This design comes from an exercise in tuning for small area, a short achievable clock period and few clock cycles on the open sky130 flow, not from production work. Where RTL was checked, it was by simulation tests only, not by an equivalence proof against the original. Power is estimated from default activity; no workload was simulated.

main:
## mesh_top
module mesh_top (
    input  logic        clock,
    input  logic        reset,
    input  logic        block_all_paths,
    input  logic [3:0]  req_valid,
    input  logic [71:0] req,
    output logic [3:0]  req_ready,
    output logic [3:0]  recv_valid,
    output logic [3:0]  recv_last,
    output logic [7:0]  recv_src,
    output logic [31:0] recv_data
);
For scale: ~130 I/O pins, roughly 5000 µm² of cells after synthesis.
==> flow/config.mk <==
export PLATFORM = sky130hd
export DESIGN_NAME = mesh_top
export DESIGN_NICKNAME = mesh_top
export VERILOG_FILES = /design/flow/design.v
export SDC_FILE = /design/flow/constraint.sdc
export NUM_CORES = 4
export LEC_CHECK = 0
export CAP_MARGIN = 20
export CORE_MARGIN = 2
export CORE_UTILIZATION = 40
export SETUP_SLACK_MARGIN = 2.2
export SLEW_MARGIN = 20
export TNS_END_PERCENT = 0
==> flow/constraint.sdc <==
create_clock -name core_clock -period 3.8 [get_ports {clock}]
set_input_delay 0.7600 -clock core_clock [delete_from_list [all_inputs] [get_ports {clock}]]
set_output_delay 0.7600 -clock core_clock [all_outputs]
set_load 0.01 [all_outputs]
standard.sh (not shown) runs the stock make flow with config.mk's settings and CLKGATE_MAP_FILE= SYNTH_SCRIPT=/design/flow/synth_recipe.tcl, a recipe that flattens the netlist after the stock synthesis.
==> flow/flow/run.sh <==
#!/bin/bash
# Standard layout with two changes: every port is buffered by a plain buf_1
# (buffer_ports otherwise picks a slow clkdlybuf4s50_1), and clock tree
# synthesis adds no dummy load cells.
set -euo pipefail
bash standard.sh \
    "BUFFER_PORTS_ARGS=-buffer_cell sky130_fd_sc_hd__buf_1" \
    "CTS_ARGS=-sink_clustering_enable -repair_clock_nets -dont_use_dummy_load -buf_list sky130_fd_sc_hd__clkbuf_8" \
    finish > standard_flow.log 2>&1
Relative to main, the following input files were edited for the feature branch:
# main
export LEC_CHECK = 0
export CAP_MARGIN = 20
export CORE_MARGIN = 2
export CORE_UTILIZATION = 40
export SETUP_SLACK_MARGIN = 2.2
export SLEW_MARGIN = 20
export TNS_END_PERCENT = 0
create_clock -name core_clock -period 3.8 [get_ports {clock}]
# the feature branch
export LEC_CHECK = 0
export CAP_MARGIN = 20
export CORE_MARGIN = 2
export CORE_UTILIZATION = 40
export SETUP_SLACK_MARGIN = 2.2
export SLEW_MARGIN = 20
export TNS_END_PERCENT = 30
create_clock -name core_clock -period 3.8 [get_ports {clock}]
Taking main as the reference, in the feature branch global-route usage rose 0.54 points; post-layout instance area rose 9.6%; clock network fraction of design power fell 1.4 points. Worst setup slack after placement (higher): the feature branch. Taking main as the reference, in the feature branch final cycle utilization of the critical path decreased by 1.4 points relative to the old numbers; final cell count without fillers increased by about 4.5% relative to the old numbers; met3 layer wire length in the routed design increased by 140 µm relative to the old numbers; area growth from synthesis to final layout increased by 11 points relative to the old numbers. Changes observed in the feature branch relative to main: via-per-instance ratio level, minimum clock period after layout moved down, via count of the first global-routing pass moved up.
Function was not checked in any run of this note: the RTL went through the layout flow alone.

* * *

== maple ==
mesh_top, a different RTL version from the one above (not shown whole).
For scale: about 130 I/O pins.
Design mesh_top, start of the top module:
module mesh_top (
    input  logic        clock,
    input  logic        reset,
    input  logic        block_all_paths,
    input  logic [3:0]  req_valid,
    input  logic [71:0] req,
    output logic [3:0]  req_ready,
    output logic [3:0]  recv_valid,
    output logic [3:0]  recv_last,
    output logic [7:0]  recv_src,
    output logic [31:0] recv_data
);
==> flow/config.mk <==
export PLATFORM = sky130hd
export DESIGN_NAME = mesh_top
export DESIGN_NICKNAME = mesh_top
export VERILOG_FILES = /design/flow/design.v
export SDC_FILE = /design/flow/constraint.sdc
export NUM_CORES = 4
export LEC_CHECK = 0
export CAP_MARGIN = 20
export CORE_MARGIN = 2
export CORE_UTILIZATION = 40
export SETUP_SLACK_MARGIN = 2.2
export SLEW_MARGIN = 20
export TNS_END_PERCENT = 0
==> flow/constraint.sdc <==
create_clock -name core_clock -period 3.8 [get_ports {clock}]
set_input_delay 0.7600 -clock core_clock [delete_from_list [all_inputs] [get_ports {clock}]]
set_output_delay 0.7600 -clock core_clock [all_outputs]
set_load 0.01 [all_outputs]
Scripts as last shown in full above: flow/flow/run.sh
maple: PASS, flow complete, no timing, DRC or antenna violations
Testbench counts of maple, summed over its fixed seeds: cycles 11,138.
## Diff of input files: birch against maple
Settings: a change of CORE_UTILIZATION from 40 to 50.
## What came out
Power consumed by combinational cells delta (birch -> maple): insignificant
birch: count of vias placed by the detailed router about 1.4% below maple
Compare maple and birch | static leakage lower: birch
Looking at total power, birch sits 1.1% lower than maple does.
In the flow results for maple and birch, the final worst hold slack is smaller on maple.

separate check: timing with driven ports:
No port has a modelled driver above. Below, the same layouts with a new extraction and two added sets of constraints. Step 1 assumes that a clkbuf_16 drives the clock port and a buf_2 every other input. Step 2 adds t to the input delays and takes it off the output delays; t is the mean of the earliest and latest rising clock arrival at the registers after step 1. Input paths then give back, and output paths get back, about the clock's delay inside the block. Slacks: no drivers / after step 1 / after step 2; pairs: no drivers / after step 1.
run | t (ns) | slack for setup (ns) | worst setup path after step 2 | latest minus earliest clock arrival (ns) | pins driven straight from the clock port
main | 0.408 | 1.897 / 1.897 / 1.613 | input to register | 0.026 / 0.026 | 1
the feature branch | 0.388 | 1.949 / 1.949 / 1.580 | input to register | 0.018 / 0.018 | 1
maple | 0.395 | 2.122 / 2.087 / 1.751 | input to register | 0.019 / 0.019 | 1
birch | 0.391 | 2.041 / 2.051 / 1.662 | input to register | 0.018 / 0.018 | 1
After both steps every run listed still meets setup and hold. The setup slack of birch, which loses most, moves by +0.010 ns with the drivers and by -0.379 ns with both steps.
